Source: an optimization exercise on an open RTL-to-GDS flow (aim: small area). Production flows keep margins and buffers that such runs may drop.
Only simulation tests tie the RTL to the original design; equivalence was not proved.
Power is estimated from default activity; no workload was simulated.

==> flow/design.v <==
module psum_write_back #(
   parameter int DATA_W   = 25,
   parameter int DEPTH    = 8,
   parameter int ADDR_W   = 3,
   parameter int NUM_ROWS = 5
) (
   input  logic                         clk,
   input  logic                         rst_n,
   input  logic                         start_init,
   input  logic                         p_valid_data,
   input  logic                         p_filter_end,
   input  logic [NUM_ROWS*4*DATA_W-1:0] pe_data,
   output logic [DATA_W-1:0]            out_port0,
   output logic [DATA_W-1:0]            out_port1,
   output logic                         port0_valid,
   output logic                         port1_valid,
   output logic                         start_conv
);
   localparam logic [2:0] S_IDLE = 3'd0, S_INIT = 3'd1, S_ACCUM = 3'd2, S_DRAIN = 3'd3, S_DONE = 3'd4;
   localparam int NB = 2;                        
   logic [2:0]        r_state;
   logic [2:0]        r_cnt;                     
   logic [1:0]        r_phase;
   logic [DATA_W-1:0] r_buf [NUM_ROWS][DEPTH];   
   logic [NB-1:0]     r_bc  [NUM_ROWS];          
   logic run, st_init, st_accum, st_drain, st_done, beat, cnt_last, ph_last, drain_first, shift;
   logic [DATA_W-1:0] w_acc [NUM_ROWS];
   logic [NB-1:0]     w_acc_bc [NUM_ROWS];
   logic [DATA_W-1:0] w_tail [NUM_ROWS];
   logic [NB-1:0]     w_tail_bc [NUM_ROWS];
   logic [DATA_W-1:0] w_fix [NUM_ROWS];
   assign run      = !rst_n && !start_init;
   assign st_init  = (r_state == S_INIT);
   assign st_accum = (r_state == S_ACCUM);
   assign st_drain = (r_state == S_DRAIN);
   assign st_done  = (r_state == S_DONE);
   assign beat     = st_accum && p_valid_data;
   assign cnt_last = (r_cnt == 3'd7);
   assign ph_last  = (r_phase == 2'd2);
   assign drain_first = (r_cnt == 3'd0) && (r_phase == 2'd0);
   assign shift    = run && (st_init || (st_drain && !drain_first) || st_done || beat);
   always_ff @(posedge clk) begin
      if (rst_n) begin
         r_state <= S_IDLE;
         r_cnt   <= '0;
         r_phase <= '0;
      end else if (start_init) begin
         r_state <= S_INIT;
         r_cnt   <= '0;
         r_phase <= '0;
      end else begin
         if (st_init || st_drain || beat) r_cnt <= r_cnt + 3'd1;
         if (st_drain && cnt_last) r_phase <= ph_last ? 2'd0 : r_phase + 2'd1;
         case (r_state)
            S_INIT:  if (cnt_last) r_state <= S_DONE;
            S_DONE:  r_state <= S_ACCUM;
            S_ACCUM: if (beat && p_filter_end && cnt_last) r_state <= S_DRAIN;
            S_DRAIN: if (cnt_last && ph_last) r_state <= S_DONE;
            default: r_state <= r_state;
         endcase
      end
   end
   for (genvar r = 0; r < NUM_ROWS; r++) begin : g_row
      psum_add5 #(.W(DATA_W)) u_add (
         .a(pe_data[(r*4+0)*DATA_W +: DATA_W]), .b(pe_data[(r*4+1)*DATA_W +: DATA_W]),
         .c(pe_data[(r*4+2)*DATA_W +: DATA_W]), .d(pe_data[(r*4+3)*DATA_W +: DATA_W]),
         .e(r_buf[r][0]), .y(w_acc[r]), .bc(w_acc_bc[r]));
      psum_fix #(.W(DATA_W)) u_fix (.x(r_buf[r][DEPTH-1]), .bc(r_bc[r]), .y(w_fix[r]));
   end
   always_comb begin
      for (int r = 0; r < NUM_ROWS; r++) begin
         w_tail_bc[r] = beat ? w_acc_bc[r] : '0;
         if (beat)
            w_tail[r] = w_acc[r];
         else if (st_drain && r + 2 < NUM_ROWS)
            w_tail[r] = r_buf[r+2][0];
         else
            w_tail[r] = '0;
      end
   end
   always_ff @(posedge clk) begin
      if (shift) begin
         for (int r = 0; r < NUM_ROWS; r++) begin
            for (int i = 0; i < DEPTH - 2; i++) r_buf[r][i] <= r_buf[r][i+1];
            r_buf[r][DEPTH-2] <= w_fix[r];
            r_buf[r][DEPTH-1] <= w_tail[r];
            r_bc[r]           <= w_tail_bc[r];
         end
      end
   end
   always_ff @(posedge clk) begin
      port0_valid <= run && st_drain;
      port1_valid <= run && st_drain && !ph_last;
      start_conv  <= run && st_done;
   end
   assign out_port0 = port0_valid ? r_buf[0][0] : '0;
   assign out_port1 = port1_valid ? r_buf[1][0] : '0;
endmodule
module psum_add5 #(parameter int W = 25) (
   input  logic [W-1:0] a, b, c, d, e,
   output logic [W-1:0] y,
   output logic [1:0]   bc
);
   logic [W-1:0] s1, m1, s2, m2, s3, m3, k;
   for (genvar i = 0; i < W - 1; i++) begin : g_l1
      psum_fa u (.a(a[i]), .b(b[i]), .c(c[i]), .s(s1[i]), .co(m1[i]));
   end
   psum_ha u_l2_0 (.a(s1[0]), .b(d[0]), .s(s2[0]), .co(m2[0]));
   for (genvar i = 1; i < W - 1; i++) begin : g_l2
      psum_fa u (.a(s1[i]), .b(m1[i-1]), .c(d[i]), .s(s2[i]), .co(m2[i]));
   end
   psum_ha u_l3_0 (.a(s2[0]), .b(e[0]), .s(s3[0]), .co(m3[0]));
   for (genvar i = 1; i < W - 1; i++) begin : g_l3
      psum_fa u (.a(s2[i]), .b(m2[i-1]), .c(e[i]), .s(s3[i]), .co(m3[i]));
   end
   assign y[0] = s3[0];
   assign k[0] = 1'b0;
   for (genvar i = 1; i < W - 1; i++) begin : g_cp
      if (i == 1 || i == 9 || i == 17) begin : g_h
         psum_ha u (.a(s3[i]), .b(m3[i-1]), .s(y[i]), .co(k[i]));
      end else begin : g_f
         psum_fa u (.a(s3[i]), .b(m3[i-1]), .c(k[i-1]), .s(y[i]), .co(k[i]));
      end
   end
   assign k[W-1] = 1'b0;
   assign y[W-1] = a[W-1] ^ b[W-1] ^ c[W-1] ^ m1[W-2] ^ d[W-1] ^ m2[W-2] ^ e[W-1] ^ m3[W-2] ^ k[W-2];
   assign bc = {k[16], k[8]};
endmodule
module psum_fix #(parameter int W = 25) (
   input  logic [W-1:0] x,
   input  logic [1:0]   bc,
   output logic [W-1:0] y
);
   logic [W-1:0] k;    
   assign y[8:0] = x[8:0];
   psum_ha u_9 (.a(x[9]), .b(bc[0]), .s(y[9]), .co(k[9]));
   for (genvar i = 10; i < W - 1; i++) begin : g_i
      if (i == 17) begin : g_f
         psum_fa u (.a(x[i]), .b(k[i-1]), .c(bc[1]), .s(y[i]), .co(k[i]));
      end else begin : g_h
         psum_ha u (.a(x[i]), .b(k[i-1]), .s(y[i]), .co(k[i]));
      end
   end
   assign y[W-1] = x[W-1] ^ k[W-2];
endmodule
module psum_fa (input logic a, b, c, output logic s, co);
   assign s  = a ^ b ^ c;
   assign co = (a & b) | (a & c) | (b & c);
endmodule
module psum_ha (input logic a, b, output logic s, co);
   assign s  = a ^ b;
   assign co = a & b;
endmodule
==> flow/flow/run.sh <==
#!/bin/bash
# Standard ORFS layout (the standard.sh, unchanged synthesis) with two changes:
#  - ports are buffered with the smallest buffer, sky130_fd_sc_hd__buf_1;
#  - CTS uses small clock buffers in small clusters and no dummy loads.
set -euo pipefail
bash standard.sh \
  "BUFFER_PORTS_ARGS=-buffer_cell sky130_fd_sc_hd__buf_1" \
  "CTS_ARGS=-sink_clustering_enable -repair_clock_nets -buf_list sky130_fd_sc_hd__clkbuf_4 -dont_use_dummy_load -sink_clustering_size 12 -sink_clustering_max_diameter 40" \
  finish > flow_make.log 2>&1
==> flow/standard.sh <==
#!/bin/bash
# synth_recipe.tcl (not shown) runs the flow's synth.tcl, then flattens the netlist and writes it again
# the make line also repeats each setting of config.mk as NAME=value (left out here)
make -C /OpenROAD-flow-scripts/flow DESIGN_CONFIG=/design/flow/config.mk WORK_HOME=/design/flow/orfs CLKGATE_MAP_FILE= SYNTH_SCRIPT=/design/flow/synth_recipe.tcl "${@:-finish}"
==> flow/config.mk <==
export PLATFORM = sky130hd
export DESIGN_NAME = psum_write_back
export DESIGN_NICKNAME = psum_write_back
export VERILOG_FILES = /design/flow/design.v
export SDC_FILE = /design/flow/constraint.sdc
export NUM_CORES = 4
export LEC_CHECK = 0
export CAP_MARGIN = 20
export CORE_MARGIN = 2
export CORE_UTILIZATION = 70
export SLEW_MARGIN = 20
export SYNTH_HIERARCHICAL = 1
export SYNTH_MINIMUM_KEEP_SIZE = 0
==> flow/constraint.sdc <==
create_clock -name core_clock -period 7.5 [get_ports {clk}]
set_input_delay 1.5000 -clock core_clock [delete_from_list [all_inputs] [get_ports {clk}]]
set_output_delay 1.5000 -clock core_clock [all_outputs]
set_load 0.01 [all_outputs]
==> results.yml, run 1 <==
setup_path:
  crit_type: "in -> reg"
  cp.required_ns: 8.10
  cp_max_fo: 1
  worst_path_most_repeated_cell: "fa_1"
  worst_path_dominant_cell_family: "adder cells"
  critPathSlowestCell: "fa_1"
  worstSetupStartpointType: "input pin"
  end_kind: "flip-flop"
  path_buf_inv: 1
  worstPathArrival_ns: 6.86
  critPathMaxStageDelay_ns: 0.70
  cp_cell_sequence: "buf_1 -> fa_1 -> fa_1 -> fa_1 -> ha_1 -> fa_1 -> fa_1 -> fa_1 -> fa_1 -> fa_1 -> fa_1 -> xnor2_2 -> xnor3_1 -> xnor2_1 -> a22o_1"
global_routing:
  grt_pass1_wl_um: 111000
  antenna_found_initial: 4
  grt_overflow: 0
  grt.total_usage_pct: 23.9
  grt_max_degree: 198
  first_global_vias: 19700
synthesis:
  synthCells: 1932
  synth_seq_area_share_pct: 70.1
  avgSynthCellArea_um2: 22.5
  ys_ff_latch: 1021
  yosysUniqueCellTypes: 34
  synth_flop_cell: "edfxtp_1"
  synth_area_leaders: "edfxtp_1, fa_1, ha_1"
  syn_nets: 2990
  synth_top_area_share_pct: 69.6
  yosys.area.top_type: "edfxtp_1"
  synth_area_um2: 43600
  yosysWarnings: 18
  synthArstFlopShare_pct: 0
  synth_edf_count: 1010
drt:
  drt_iter0_drc: 1588
  drc_errors: 0
  drtPass1Iterations: 5
  final_antenna_net_count: 0
  wl_per_cell_um: 21.9
  wirelength_um: 73900
  vias_per_cell: 5.56
  vias: 18700
timing:
  finalHoldViolations: 0
  rsz0062_at_grt: "no"
  max-slew-margin-rel_pct: 23.9
  max_freq_mhz: 160
  slew_violations: 0
  fin_crit_sh_pct: 83.5
  worst_pin_slew_ns: 1.14
  fin_hold_ws_ns: 0.369
  setup_violations: 0
  layout_setup_ws_ns: 1.24
  fin_skew_ns: 0.123
  period_needed_ns: 6.26
power:
  p_per_area_nw_per_um2: 238
  power.leakage_nw: 15.7
  ir_worst_vdd_v: 0.000151
  p_seq_share_pct: 57.0
  swShare_pct: 26.6
  power.clock.fraction_pct: 19.6
  power_switching_mw: 2.98
  internal_power_mw: 8.23
  pwr-share-comb_pct: 23.3
  power_mw: 11.2
clocking:
  holdBufCountCts: 0
  htree_levels: 3
  clkTransAtPathRegs_ns: 0.12
  cts_root_buf: "clkbuf_4"
  clock_path_buffers: 3
  cts.sinks: 1021
  ctsResizeCount: 0
  post-cts-setup-buffers: 0
  clock_latency_ns: 0.90
  cts_tree: "done"
  cts_made_buffers: 110
flow_run:
  max-cap-violations: 0
die:
  die_w_um: 253
  rows: 91
  die_height_um: 253
  coreArea_um2: 61600
  design.portCount: 558
  start_util_pct: 70.7
  die_area_um2: 64200
hold_path:
  hold_class: "reg -> reg"
run_status:
  outcome: "no timing/DRC/antenna violations"
place:
  portBuffers: 557
  pre_cts_slack_ns: 0.266
  gp_congestion: 0.896
  hpwl_um: 54600
  placed_cell_area_um2: 46300
cells_and_area:
  stdcell_area_um2: 47100
  final_nets: 3585
  drive_gt1_share_pct: 5.39
  area_growth_pct: 8.19
  utilization_pct: 76.5
==> final timing paths <==
path,depth (start not counted),startpoint,slack (ns),endpoint
min reg2reg,0,r_buf[1][18],0.37,r_buf[0][18]
min,0,r_buf[1][18],0.37,r_buf[0][18]
max reg2reg,12,r_buf[0][17],2.73,r_buf[7][24]
max,15,pe_data[17],1.24,r_buf[7][24]
==> flip-flops by register name (all words and copies together) (netlist names) <==
register,count
port0_valid,1
r_cnt,3
port1_valid,1
r_buf,1000
start_conv,1
r_state,3
r_phase,2
r_bc,10
==> Yosys stat by module (local to each module, per instance), excerpt <==
module,cell area [um2],flops+latches
psum_fa,20.0,0
psum_write_back,32400,1021
psum_ha,12.5,0
==> synthesized netlist by cell type (all sizes together) (4+ instances only) <==
cell,n
xnor3,5
fa,455
and2,111
ha,98
dfxtp,11
a21oi,7
xor2,10
clkbuf,5
inv,4
edfxtp,1010
a22o,75
nand2,6
nor2,7
xnor2,26
buf,84
==> placed cells by master (no fill, tap or decap), types with 2 or more instances in the layout <==
cell	instances
nor2_1	5
diode_2	4
xnor2_2	5
clkbuf_4	110
o21ai_0	2
a22o_1	75
dfxtp_1	11
edfxtp_1	1010
fa_1	455
ha_1	98
and2_1	111
buf_4	9
buf_12	6
xor2_1	10
a21oi_1	7
inv_1	4
nand2b_1	2
nor2_4	2
xnor3_1	5
xnor2_1	21
nand2_1	6
buf_1	557
nand4b_1	2
==> logic make-up (layout without fill, tap and decap cells) <==
family                   Yosys count  count (layout)  synth area share (%)
buffers and inverters             93             686                  1.43
adder cells (fa/ha/maj)          553             553                  23.7
other                              0               4                     0
flip-flops                      1021            1021                  70.1
AO/OA/AOI/OAI                     89              89                  1.71
XOR/XNOR                          41              41                  1.07
AND/OR/NAND/NOR                  135             135                  1.92
==> stage by stage <==
| stage | setup TNS [ns] | cells |
|---|---|---|
| after global routing | 0 | 3364 |
| final | 0 | 3366 |
| after CTS | 0 | 3362 |
| after floorplan | -9780.52 | 1932 |
| after detailed placement | 0 | 3252 |
| after global placement | 0 | 3252 |
==> area by class of cell <==
| cell class | count | area [um2] |
|---|---|---|
| Inverter | 4 | 15.0 |
| Clock buffer | 110 | 826 |
| Sequential cell | 1021 | 30500 |
| Antenna cell | 4 | 10.0 |
| Multi-Input combinational cell | 818 | 12400 |
| Timing Repair Buffer | 572 | 2280 |
| Tap cell | 837 | 1050 |
| Fill cell | 3407 | 14500 |
==> metal layers <==
metal	up-vias	GRT usage, %	part of all wire [%]
met5	-	0	0
met4	0	7.74	2.5
met3	118	4.30	6.5
met2	661	36.4	48
met1	9704	36.5	43
li1	8239	-	-
==> power by group through the flow <==
| stage | sequential [mW] | combinational [mW] | clock, mW |
|---|---|---|---|
| after floorplan | 6.59 | 1.61 | 0 |
| after global placement | 6.52 | 2.57 | 0 |
| after detailed placement | 6.53 | 2.63 | 0 |
| after CTS | 6.40 | 2.68 | 2.31 |
| after global routing | 6.41 | 2.98 | 2.49 |
| final | 6.39 | 2.62 | 2.20 |
==> run 2, diff against run 1 <==
==> flow/flow/run.sh (replaced) <==
#!/bin/bash
# Standard ORFS layout (the standard.sh, unchanged synthesis) with two changes:
#  - ports are buffered with the smallest buffer, sky130_fd_sc_hd__buf_1;
#  - CTS uses small clock buffers in small clusters and no dummy loads.
set -euo pipefail
bash standard.sh \
  "BUFFER_PORTS_ARGS=-buffer_cell sky130_fd_sc_hd__buf_1" \
  "CTS_ARGS=-sink_clustering_enable -repair_clock_nets -buf_list sky130_fd_sc_hd__clkbuf_4 -dont_use_dummy_load -sink_clustering_size 11 -sink_clustering_max_diameter 40" \
  finish > flow_make.log 2>&1
--- a/flow/config.mk
+++ b/flow/config.mk
@@ -7,7 +7,7 @@
 export LEC_CHECK = 0
 export CAP_MARGIN = 20
 export CORE_MARGIN = 2
-export CORE_UTILIZATION = 70
+export CORE_UTILIZATION = 45
 export SLEW_MARGIN = 20
 export SYNTH_HIERARCHICAL = 1
 export SYNTH_MINIMUM_KEEP_SIZE = 0
==> run 2 against run 1 <==
- sequential power hardly changed
- worst setup slack improved by 0.25 ns
- still clean
- fmax grew 4.1%
- utilization down 27 points
- sequential cell count unchanged
- clock power increased by 15%
==> results.yml, run 2 <==
timing:
  fin_hold_ws_ns: 0.366
  fin_crit_sh_pct: 80.2
  fin_tns_setup_ns: 0
  setup_violations: 0
  finalHoldViolations: 0
  slew_violations: 0
  period_needed_ns: 6.01
  rsz0062_at_grt: "no"
  max-slew-margin-rel_pct: 31.2
  worst_pin_slew_ns: 1.03
  layout_setup_ws_ns: 1.49
  fin_skew_ns: 0.0783
  max_freq_mhz: 166
clocking:
  htree_levels: 4
  ctsResizeCount: 0
  holdBufCountCts: 0
  cts.sinks: 1021
  cts_root_buf: "clkbuf_4"
  clock_latency_ns: 0.99
  clkTransAtPathRegs_ns: 0.09
  clock_path_buffers: 3
  post-cts-setup-buffers: 0
  cts_made_buffers: 139
  cts_tree: "done"
drt:
  drtPass1Iterations: 5
  drc_errors: 0
  vias: 18900
  vias_per_cell: 4.91
  wl_per_cell_um: 20.0
  drt_iter0_drc: 1438
  final_antenna_net_count: 0
  wirelength_um: 76900
setup_path:
  worstSetupStartpointType: "input pin"
  critPathMaxStageDelay_ns: 0.52
  cp_cell_sequence: "buf_1 -> fa_1 -> fa_1 -> fa_1 -> ha_1 -> fa_1 -> fa_1 -> fa_1 -> fa_1 -> fa_1 -> fa_1 -> xnor2_2 -> xnor3_1 -> xnor2_1 -> a22o_1"
  critPathSlowestCell: "fa_1"
  worstPathArrival_ns: 6.72
  cp_max_fo: 1
  cp.required_ns: 8.21
  path_buf_inv: 1
  worst_path_most_repeated_cell: "fa_1"
  crit_type: "in -> reg"
  ff2ff_setup_slack_ns: 2.61
  end_kind: "flip-flop"
  worst_path_dominant_cell_family: "adder cells"
global_routing:
  grt_overflow: 0
  grt_max_degree: 173
  grt_pass1_wl_um: 117000
  antenna_found_initial: 5
  grt.total_usage_pct: 15.9
  first_global_vias: 20800
cells_and_area:
  reg_top3: "r_buf: 1000 flops, r_bc: 10 flops"
  largest_register: "r_buf"
  area_growth_pct: 9.99
  layout_common_cells: "edfxtp_1, buf_1, fa_1"
  layout_commonest_cell: "edfxtp_1"
  final_nets: 3616
  largest_reg_flops: 1000
  utilization_pct: 49.8
  drive_gt1_share_pct: 6.57
die:
  die_area_um2: 99300
  die_w_um: 315
  rows: 114
  start_util_pct: 45.2
  design.portCount: 558
  die_height_um: 315
  coreArea_um2: 96300
synthesis:
  yosysUniqueCellTypes: 34
  synth_edf_count: 1010
  synth_top_area_share_pct: 69.6
  avgSynthCellArea_um2: 22.5
  yosys.area.top_type: "edfxtp_1"
  synthArstFlopShare_pct: 0
  yosysMostFrequentCell: "edfxtp_1"
  synth_area_leaders: "edfxtp_1, fa_1, ha_1"
  synth_commonest_cells: "edfxtp_1, fa_1, and2_1"
  synth_flop_cell: "edfxtp_1"
  syn_nets: 2990
  synth_seq_area_share_pct: 70.1
  ys_ff_latch: 1021
  yosysWarnings: 18
  synth_area_um2: 43600
  synthCells: 1932
power:
  ir_worst_vdd_v: 0.000123
  power_mw: 11.5
  power.leakage_nw: 15.8
  p_per_area_nw_per_um2: 241
run_status:
  outcome: "no timing/DRC/antenna violations"
place:
  portBuffers: 557
  gp_congestion: 0.797
  pre_cts_slack_ns: 0.445
  hpwl_um: 54500
flow_run:
  max-cap-violations: 0
hold_path:
  hold_class: "reg -> reg"
run 2: cell counts after synthesis:
Identical to the previous run, type by type.
run 2: report_power, final:
part           leakage [nW]  total [mW]  internal (mW)  switching (mW)
Clock                 0.640        2.53          0.853            1.67
Combinational          5.84        2.62           1.20            1.42
Sequential             9.32        6.40           6.35          0.0404
run 2: final timing paths:
check / startpoint / to / cells past startpoint
hold / removal: r_buf[33][19] / r_buf[32][19] / 0
setup reg to reg: r_buf[16][17] / r_buf[23][24] / 12
setup / recovery: pe_data[217] / r_buf[23][24] / 15
hold reg to reg: r_buf[33][19] / r_buf[32][19] / 0
run 2: metrics by stage:
step | instances | instance area (um2)
after floorplan | 1932 | 43600
after global placement | 3693 | 46800
after detailed placement | 3693 | 46800
after CTS | 3832 | 47900
after global routing | 3842 | 47900
final | 3842 | 47900
run 2: cells by family (layout without fill, tap and decap cells):
| kind of cell | count (synthesis) | in the layout | synth area share, % |
|---|---|---|---|
| AO/OA/AOI/OAI | 89 | 89 | 1.71 |
| flip-flops | 1021 | 1021 | 70.1 |
| AND/OR/NAND/NOR | 135 | 135 | 1.92 |
| buffers and inverters | 93 | 717 | 1.43 |
| other | 0 | 10 | 0 |
| adder cells (fa/ha/maj) | 553 | 553 | 23.7 |
| XOR/XNOR | 41 | 41 | 1.07 |
run 2: metal layers:
layer,track usage (%),up-vias,part of all wire [%]
met5,0,-,0
met4,5.27,0,2.1
met3,3.18,131,4.6
met2,24.5,498,48
met1,22.8,9904,45
li1,-,8328,-
run 2: cell type report:
| class | count | area (um2) |
|---|---|---|
| Timing Repair Buffer | 574 | 2280 |
| Inverter | 4 | 15.0 |
| Clock buffer | 139 | 1040 |
| Tap cell | 1276 | 1600 |
| Fill cell | 7961 | 48400 |
| Sequential cell | 1021 | 30600 |
| Multi-Input combinational cell | 818 | 12400 |
| Antenna cell | 10 | 25.0 |
run 2: per-module statistics from Yosys (local to each module, per instance), a selection:
module / copies in the design / cell area (um2) / flops+latches / cells
psum_write_back: 1 / 32400 / 1021 / 1282
psum_fa: 455 / 20.0 / 0 / 1
psum_ha: 95 / 12.5 / 0 / 1
==> run 3, diff against run 2 <==
--- a/flow/config.mk
+++ b/flow/config.mk
@@ -7,7 +7,7 @@
 export LEC_CHECK = 0
 export CAP_MARGIN = 20
 export CORE_MARGIN = 2
-export CORE_UTILIZATION = 45
+export CORE_UTILIZATION = 65
 export SLEW_MARGIN = 20
 export SYNTH_HIERARCHICAL = 1
 export SYNTH_MINIMUM_KEEP_SIZE = 0
==> run 3 against run 2 <==
- critical path depth unchanged
- sequential share of layout area increased by 0.88 points
- highest routed layer unchanged
- sequential cell count unchanged
- first-iteration DRC count increased by 4.2%
- critical endpoint is now r_buf[7][24]
- sequential power about the same
- still clean
- via count decreased by 0.59%
- non-clock buffer count decreased by 3
- area after synthesis unchanged
- power decreased by 2.0%
- fmax decreased by 2.3%
- worst setup slack got worse by 0.14 ns
==> results.yml, run 3 <==
run_status:
  outcome: "no timing/DRC/antenna violations"
power:
  ir_worst_vdd_v: 0.000157
  power_mw: 11.3
  power.clock.fraction_pct: 20.4
  p_per_area_nw_per_um2: 239
  power.leakage_nw: 15.7
  pwr-share-comb_pct: 23.1
  p_seq_share_pct: 56.6
  swShare_pct: 26.7
  power_switching_mw: 3.02
  internal_power_mw: 8.29
global_routing:
  grt_pass1_wl_um: 114000
  grt_max_degree: 195
  grt_overflow: 0
  grt.total_usage_pct: 22.0
  top_usage_layer: "met1"
  first_global_vias: 20500
  antenna_found_initial: 2
  use_met1_pct: 33.6
  grt_util_met2_pct: 33.3
  grt_use_met3_pct: 4.35
cells_and_area:
  final_nets: 3594
  utilization_pct: 71.5
  n_fill_cell: 4137
  drive_gt1_share_pct: 5.76
  multiInputGateArea_um2: 12400
  largest_register: "r_buf"
  layout_commonest_cell: "edfxtp_1"
  reg_top3: "r_buf: 1000 flops, r_bc: 10 flops"
  layout_common_cells: "edfxtp_1, buf_1, fa_1"
  seqCellArea_um2: 30600
  area_growth_pct: 8.50
  largest_reg_flops: 1000
clocking:
  cts_tree: "done"
  clkTransAtPathRegs_ns: 0.10
  post-cts-setup-buffers: 0
  cts_made_buffers: 120
  holdBufCountCts: 0
  cts_root_buf: "clkbuf_4"
  cts.sinks: 1021
  clock_latency_ns: 0.92
  clock_path_buffers: 3
  htree_levels: 3
  ctsResizeCount: 0
timing:
  fin_crit_sh_pct: 82.1
  max-slew-margin-rel_pct: 26.2
  finalHoldViolations: 0
  worst_pin_slew_ns: 1.11
  slew_violations: 0
  fin_skew_ns: 0.130
  rsz0062_at_grt: "no"
  max_freq_mhz: 162
  period_needed_ns: 6.16
  setup_violations: 0
  fin_tns_setup_ns: 0
die:
  coreArea_um2: 66100
  die_height_um: 263
  start_util_pct: 65.9
  die_area_um2: 69100
  rows: 94
  design.portCount: 558
  die_w_um: 263
synthesis:
  synth_edf_count: 1010
  synth.area.mux_share_pct: 0
  synthCells: 1932
  ys_ff_latch: 1021
  yosysWarnings: 18
  yosys.area_share.simple_pct: 1.92
  syn_nets: 2990
  yosys.area.top_type: "edfxtp_1"
  synth_top_area_share_pct: 69.6
  synth_adder_area_share_pct: 23.7
  synth_top_family_by_area: "adder cells"
  synth_area_um2: 43600
  avgSynthCellArea_um2: 22.5
  synth_area_leaders: "edfxtp_1, fa_1, ha_1"
  synth_flop_cell: "edfxtp_1"
  yosysUniqueCellTypes: 34
  synth_commonest_cells: "edfxtp_1, fa_1, and2_1"
  synth-xor-area-share_pct: 1.07
  synthArstFlopShare_pct: 0
  yosysMostFrequentCell: "edfxtp_1"
  synth_seq_area_share_pct: 70.1
  synth_compound_area_share_pct: 1.71
setup_path:
  critPathMaxStageDelay_ns: 0.52
  rr_startpoint: "r_buf[0][17]"
  crit_type: "in -> reg"
  critPathSlowestCell: "fa_1"
  cp.required_ns: 8.11
  cp_cell_sequence: "buf_1 -> fa_1 -> fa_1 -> fa_1 -> ha_1 -> fa_1 -> fa_1 -> fa_1 -> fa_1 -> fa_1 -> fa_1 -> xnor2_2 -> xnor3_1 -> xnor2_1 -> a22o_1"
  end_kind: "flip-flop"
  worstSetupStartpointType: "input pin"
  reg2reg_depth: 12
  cp_max_fo: 1
  crit_start: "pe_data[67]"
  worst_path_most_repeated_cell: "fa_1"
  worstPathArrival_ns: 6.77
place:
  portBuffers: 557
  gp_congestion: 0.967
  hpwl_um: 52800
drt:
  drt_iter0_drc: 1498
  drtPass1Iterations: 5
  drc_errors: 0
  final_antenna_net_count: 0
  wirelength_um: 73200
  wl_per_cell_um: 21.5
  vias_per_cell: 5.51
  vias: 18700
hold_path:
  worstHoldPathCells: 0
  hold_class: "reg -> reg"
  hold_path_startpoint: "r_buf[5][19]"
flow_run:
  max-cap-violations: 0
-- run 3: cell counts after synthesis --
Identical to the previous run, type by type.
-- run 3: stage by stage --
stage,hold slack (ns),area (um2),std cells,setup WS [ns]
after CTS,0.344,47300,3398,1.42
final,0.349,47300,3400,1.34
after global placement,0.400,46400,3278,0.453
after detailed placement,0.405,46400,3278,0.443
after floorplan,0.400,43600,1932,-9.68
after global routing,0.351,47300,3400,1.30
-- run 3: cell type report --
cell class / instances / share of cell area, %
Tap cell: 864 / 2.29
Sequential cell: 1021 / 64.6
Inverter: 4 / 0.0318
Clock buffer: 120 / 1.91
Antenna cell: 2 / 0.0106
Multi-Input combinational cell: 818 / 26.2
Timing Repair Buffer: 571 / 4.88
-- run 3: critical path: cells and delay by family --
family	cells	cell delay, ns
xor gates and xnor gates	3	0.67
buffers and inverters	1	0.17
adders and majority gates	10	4.21
AOI/OAI and AO/OA	1	0.21
-- run 3: logic make-up (layout without fill, tap and decap cells) --
logic type	Yosys count	count (layout)
buffers and inverters	93	695
other	0	2
AO/OA/AOI/OAI	89	89
XOR/XNOR	41	41
adder cells (fa/ha/maj)	553	553
AND/OR/NAND/NOR	135	135
flip-flops	1021	1021
-- run 3: power groups by stage --
stage                     registers [mW]  clock network (mW)  logic [mW]
after floorplan                     6.59                   0        1.61
after global placement              6.52                   0        2.62
after detailed placement            6.53                   0        2.61
after CTS                           6.40                2.42        2.68
after global routing                6.41                2.61        2.98
final                               6.39                2.30        2.61
-- run 3: layer usage --
metal | part of all wire [%] | wire length (um) | up-vias
met3 | 5.8 | 4220 | 128
met1 | 44 | 32100 | 9741
met5 | 0 | 0 | -
li1 | - | - | 8267
met4 | 2.6 | 1890 | 0
met2 | 48 | 35000 | 613
-- run 3: per-module statistics from Yosys, one instance, submodules excluded, a selection --
| module | cells | area (um2) | flops+latches |
|---|---|---|---|
| psum_fa | 1 | 20.0 | 0 |
| psum_ha | 1 | 12.5 | 0 |
| psum_write_back | 1282 | 32400 | 1021 |
-- run 3: path summary, 6_finish.rpt --
kind                                     end  slack [ns]
worst max-delay path            r_buf[7][24]        1.34
worst min-delay path            r_buf[4][19]        0.35
worst max register to register  r_buf[7][24]        2.70
worst min register to register  r_buf[4][19]        0.35
==> run 4, diff against run 3 <==
--- a/flow/design.v
+++ b/flow/design.v
@@ -105,25 +105,34 @@
    for (genvar i = 0; i < W - 1; i++) begin : g_l1
       psum_fa u (.a(a[i]), .b(b[i]), .c(c[i]), .s(s1[i]), .co(m1[i]));
    end
-   psum_ha u_l2_0 (.a(s1[0]), .b(d[0]), .s(s2[0]), .co(m2[0]));
+   psum_fa u_l2_0 (.a(s1[0]), .b(d[0]), .c(e[0]), .s(s2[0]), .co(m2[0]));
    for (genvar i = 1; i < W - 1; i++) begin : g_l2
       psum_fa u (.a(s1[i]), .b(m1[i-1]), .c(d[i]), .s(s2[i]), .co(m2[i]));
    end
-   psum_ha u_l3_0 (.a(s2[0]), .b(e[0]), .s(s3[0]), .co(m3[0]));
+   assign s3[0] = s2[0];
+   assign m3[0] = 1'b0;
    for (genvar i = 1; i < W - 1; i++) begin : g_l3
       psum_fa u (.a(s2[i]), .b(m2[i-1]), .c(e[i]), .s(s3[i]), .co(m3[i]));
    end
-   assign y[0] = s3[0];
-   assign k[0] = 1'b0;
-   for (genvar i = 1; i < W - 1; i++) begin : g_cp
-      if (i == 1 || i == 9 || i == 17) begin : g_h
+   assign y[1:0] = s3[1:0];
+   assign k[1:0] = 2'b00;
+   for (genvar i = 2; i < W - 1; i++) begin : g_cp
+      if (i == 2 || i == 9 || i == 17) begin : g_h
          psum_ha u (.a(s3[i]), .b(m3[i-1]), .s(y[i]), .co(k[i]));
       end else begin : g_f
          psum_fa u (.a(s3[i]), .b(m3[i-1]), .c(k[i-1]), .s(y[i]), .co(k[i]));
       end
    end
    assign k[W-1] = 1'b0;
-   assign y[W-1] = a[W-1] ^ b[W-1] ^ c[W-1] ^ m1[W-2] ^ d[W-1] ^ m2[W-2] ^ e[W-1] ^ m3[W-2] ^ k[W-2];
+   logic [7:0] px;
+   psum_xor u_x0 (.a(a[W-1]),  .b(b[W-1]),  .y(px[0]));
+   psum_xor u_x1 (.a(c[W-1]),  .b(d[W-1]),  .y(px[1]));
+   psum_xor u_x2 (.a(e[W-1]),  .b(m1[W-2]), .y(px[2]));
+   psum_xor u_x3 (.a(m2[W-2]), .b(m3[W-2]), .y(px[3]));
+   psum_xor u_x4 (.a(px[0]),   .b(px[1]),   .y(px[4]));
+   psum_xor u_x5 (.a(px[2]),   .b(px[3]),   .y(px[5]));
+   psum_xor u_x6 (.a(px[4]),   .b(px[5]),   .y(px[6]));
+   psum_xor u_x7 (.a(px[6]),   .b(k[W-2]),  .y(y[W-1]));
    assign bc = {k[16], k[8]};
 endmodule
 module psum_fix #(parameter int W = 25) (
@@ -147,6 +156,9 @@
    assign s  = a ^ b ^ c;
    assign co = (a & b) | (a & c) | (b & c);
 endmodule
+module psum_xor (input logic a, b, output logic y);
+   assign y = a ^ b;
+endmodule
 module psum_ha (input logic a, b, output logic s, co);
    assign s  = a ^ b;
    assign co = a & b;
==> run 4 against run 3 <==
- sequential cell count unchanged
- largest power group unchanged
- still clean on timing, DRC and antenna
- cell count decreased by 0.26%
- routed wire length is 1.3% lower
==> results.yml, run 4 <==
die:
  start_util_pct: 65.8
  die_area_um2: 68900
  coreArea_um2: 66000
  die_w_um: 262
  rows: 94
  design.portCount: 558
  die_height_um: 262
drt:
  drtPass1Iterations: 7
  drc_errors: 0
  final_antenna_net_count: 0
  drt_iter0_drc: 1372
  vias_per_cell: 5.49
  wirelength_um: 72300
  vias: 18600
  wl_per_cell_um: 21.3
synthesis:
  yosysUniqueCellTypes: 32
  synth_seq_area_share_pct: 70.4
  synthArstFlopShare_pct: 0
  synthCells: 1932
  synth_top_area_share_pct: 69.9
  synth_area_um2: 43400
  synth_commonest_cells: "edfxtp_1, fa_1, and2_1"
  synth_area_leaders: "edfxtp_1, fa_1, ha_1"
  avgSynthCellArea_um2: 22.5
  yosysMostFrequentCell: "edfxtp_1"
  ys_ff_latch: 1021
  synth_edf_count: 1010
  syn_nets: 2980
  yosys.area.top_type: "edfxtp_1"
  synth_flop_cell: "edfxtp_1"
  yosysWarnings: 18
power:
  power.leakage_nw: 15.6
  ir_worst_vdd_v: 0.000142
  power_mw: 11.1
  p_per_area_nw_per_um2: 237
clocking:
  ctsResizeCount: 0
  cts_root_buf: "clkbuf_4"
  cts_made_buffers: 115
  clock_latency_ns: 0.89
  clock_path_buffers: 3
  holdBufCountCts: 0
  cts_tree: "done"
  htree_levels: 3
  post-cts-setup-buffers: 0
  cts.sinks: 1021
  clkTransAtPathRegs_ns: 0.11
setup_path:
  worst_path_most_repeated_cell: "fa_1"
  worstPathArrival_ns: 6.40
  cp_max_fo: 1
  worstSetupStartpointType: "input pin"
  critPathSlowestCell: "fa_1"
  cp.required_ns: 8.12
  crit_type: "in -> reg"
  path_buf_inv: 1
  end_kind: "flip-flop"
  worst_path_dominant_cell_family: "adder cells"
  critPathMaxStageDelay_ns: 0.53
  cp_cell_sequence: "buf_1 -> fa_1 -> fa_1 -> fa_1 -> ha_1 -> fa_1 -> fa_1 -> fa_1 -> fa_1 -> fa_1 -> fa_1 -> fa_1 -> a22o_1"
global_routing:
  use_met1_pct: 32.9
  first_global_vias: 20000
  grt_use_met3_pct: 4.52
  antenna_found_initial: 5
  grt_pass1_wl_um: 112000
  grt_util_met2_pct: 33.5
  grt_max_degree: 182
  grt_overflow: 0
  top_usage_layer: "met2"
  grt.total_usage_pct: 21.8
cells_and_area:
  layout_commonest_cell: "edfxtp_1"
  reg_top3: "r_buf: 1000 flops, r_bc: 10 flops"
  largest_reg_flops: 1000
  largest_register: "r_buf"
  stdcell_count: 3391
  final_nets: 3572
  area_growth_pct: 8.25
  layout_common_cells: "edfxtp_1, buf_1, fa_1"
  multiInputGateArea_um2: 12200
  seqCellArea_um2: 30600
  drive_gt1_share_pct: 5.31
  n_fill_cell: 4196
timing:
  worst_pin_slew_ns: 1.09
  period_needed_ns: 5.78
  max-slew-margin-rel_pct: 27.5
  rsz0062_at_grt: "no"
  fin_crit_sh_pct: 77.0
  slew_violations: 0
  fin_skew_ns: 0.0890
  finalHoldViolations: 0
  max_freq_mhz: 173
  setup_violations: 0
place:
  gp_congestion: 0.965
  hpwl_um: 52400
  dp_cells: 3271
  portBuffers: 557
run_status:
  outcome: "no timing/DRC/antenna violations"
hold_path:
  hold_class: "reg -> reg"
flow_run:
  max-cap-violations: 0
==> run 4: changes by cell type in the layout (fill, tap and decap cells not counted) <==
cell / change
xor2_1: +35
xnor3_1: -5
buf_12: -3
ha_1: -10
xnor2_2: -5
buf_4: +1
diode_2: +3
xnor2_1: -20
clkbuf_4: -5
==> run 4: layout make-up <==
type                    count  area share [%]
multi-input cells         813            26.0
diodes                      5          0.0266
clock buffers             115            1.84
inverters                   4          0.0320
repair buffers            569            4.80
well taps                 864            2.30
flip-flops and latches   1021            65.0
==> run 4: path summary, 6_finish.rpt <==
| kind | from | end | slack, ns | cells after the start |
|---|---|---|---|---|
| setup / recovery | pe_data[9] | r_buf[7][16] | 1.72 | 13 |
| hold / removal | r_buf[28][3] | r_buf[27][3] | 0.37 | 0 |
| setup reg to reg | r_buf[16][9] | r_buf[23][16] | 3.02 | 10 |
| hold reg to reg | r_buf[28][3] | r_buf[27][3] | 0.37 | 0 |
==> run 4: through the flow <==
step	setup TNS [ns]	worst slack [ns]	utilization (%)	hold slack, ns	cell area [um2]
2_1_floorplan	-9780.52	-9.68	-	0.400	43400
6_report	0	1.72	71.2	0.365	47000
3_3_place_gp	0	0.855	69.9	0.400	46100
4_1_cts	0	1.78	71.2	0.354	47000
3_5_place_dp	0	0.749	69.9	0.405	46100
5_1_grt	0	1.70	71.2	0.370	47000
==> run 4: cells by family (layout without fill, tap and decap cells) <==
kind of cell	Yosys count	in the layout	synth area share, %
xor gates and xnor gates	46	46	0.928
buffers and inverters	98	688	1.52
DFF	1021	1021	70.4
and+or+nand+nor	135	135	1.93
adders and majority gates	543	543	23.5
other	0	5	0
AOI/OAI and AO/OA	89	89	1.72
==> run 4: power breakdown <==
part	internal [mW]	total, mW	switching [mW]
Clock	0.701	2.26	1.56
Sequential	6.35	6.40	0.0409
Combinational	1.10	2.48	1.38
==> run 4: routing by layer <==
| layer | vias up | share of wire (%) |
|---|---|---|
| li1 | 8236 | - |
| met1 | 9630 | 44 |
| met2 | 600 | 48 |
| met3 | 143 | 5.6 |
| met4 | 2 | 2.4 |
| met5 | - | 0.024 |
==> run 4: modules after synthesis (local to each module, per instance), excerpt <==
| module | copies in the design | flip-flops and latches | cells |
|---|---|---|---|
| psum_write_back | 1 | 1021 | 1282 |
| psum_fa | 455 | 0 | 1 |
| psum_ha | 85 | 0 | 1 |
| psum_xor | 40 | 0 | 1 |

==> port drivers added, routing unchanged <==
The results above use ideal ports. As a check the final layouts listed here were re-extracted and re-timed, cells and wires unchanged. Step 1 (the two cells are an assumption about what drives the block):
set clk [get_ports {clk}]
set_driving_cell -lib_cell sky130_fd_sc_hd__clkbuf_16 $clk
set_driving_cell -lib_cell sky130_fd_sc_hd__buf_2 [delete_from_list [all_inputs] $clk]
Step 2 times the ports against the registers' clock, not the clock port: input delays grow and output delays shrink by t, the midpoint of the rising clock arrivals with the driver on. Slacks: ideal ports / drivers / drivers and shift; pairs: ideal ports / drivers.
| run | t, ns | setup slack, ns | latest minus earliest clock arrival (ns) | slew at the worst register clock pin (ns) | worst data-port slew with drivers (ns) |
|---|---|---|---|---|---|
| run 1 | 0.896 | 1.240 / 1.278 / 0.382 | 0.123 / 0.123 | 0.12 / 0.12 | 0.10 |
| run 2 | 1.020 | 1.486 / 1.530 / 0.509 | 0.085 / 0.085 | 0.12 / 0.12 | 0.10 |
| run 3 | 0.918 | 1.342 / 1.376 / 0.458 | 0.141 / 0.141 | 0.12 / 0.12 | 0.10 |
| run 4 | 0.919 | 1.722 / 1.759 / 0.839 | 0.104 / 0.105 | 0.12 / 0.12 | 0.09 |
After both steps every run listed still meets setup and hold. For run 2, which loses most, drivers alone change the setup slack by +0.044 ns; drivers and shift together by -0.977 ns.
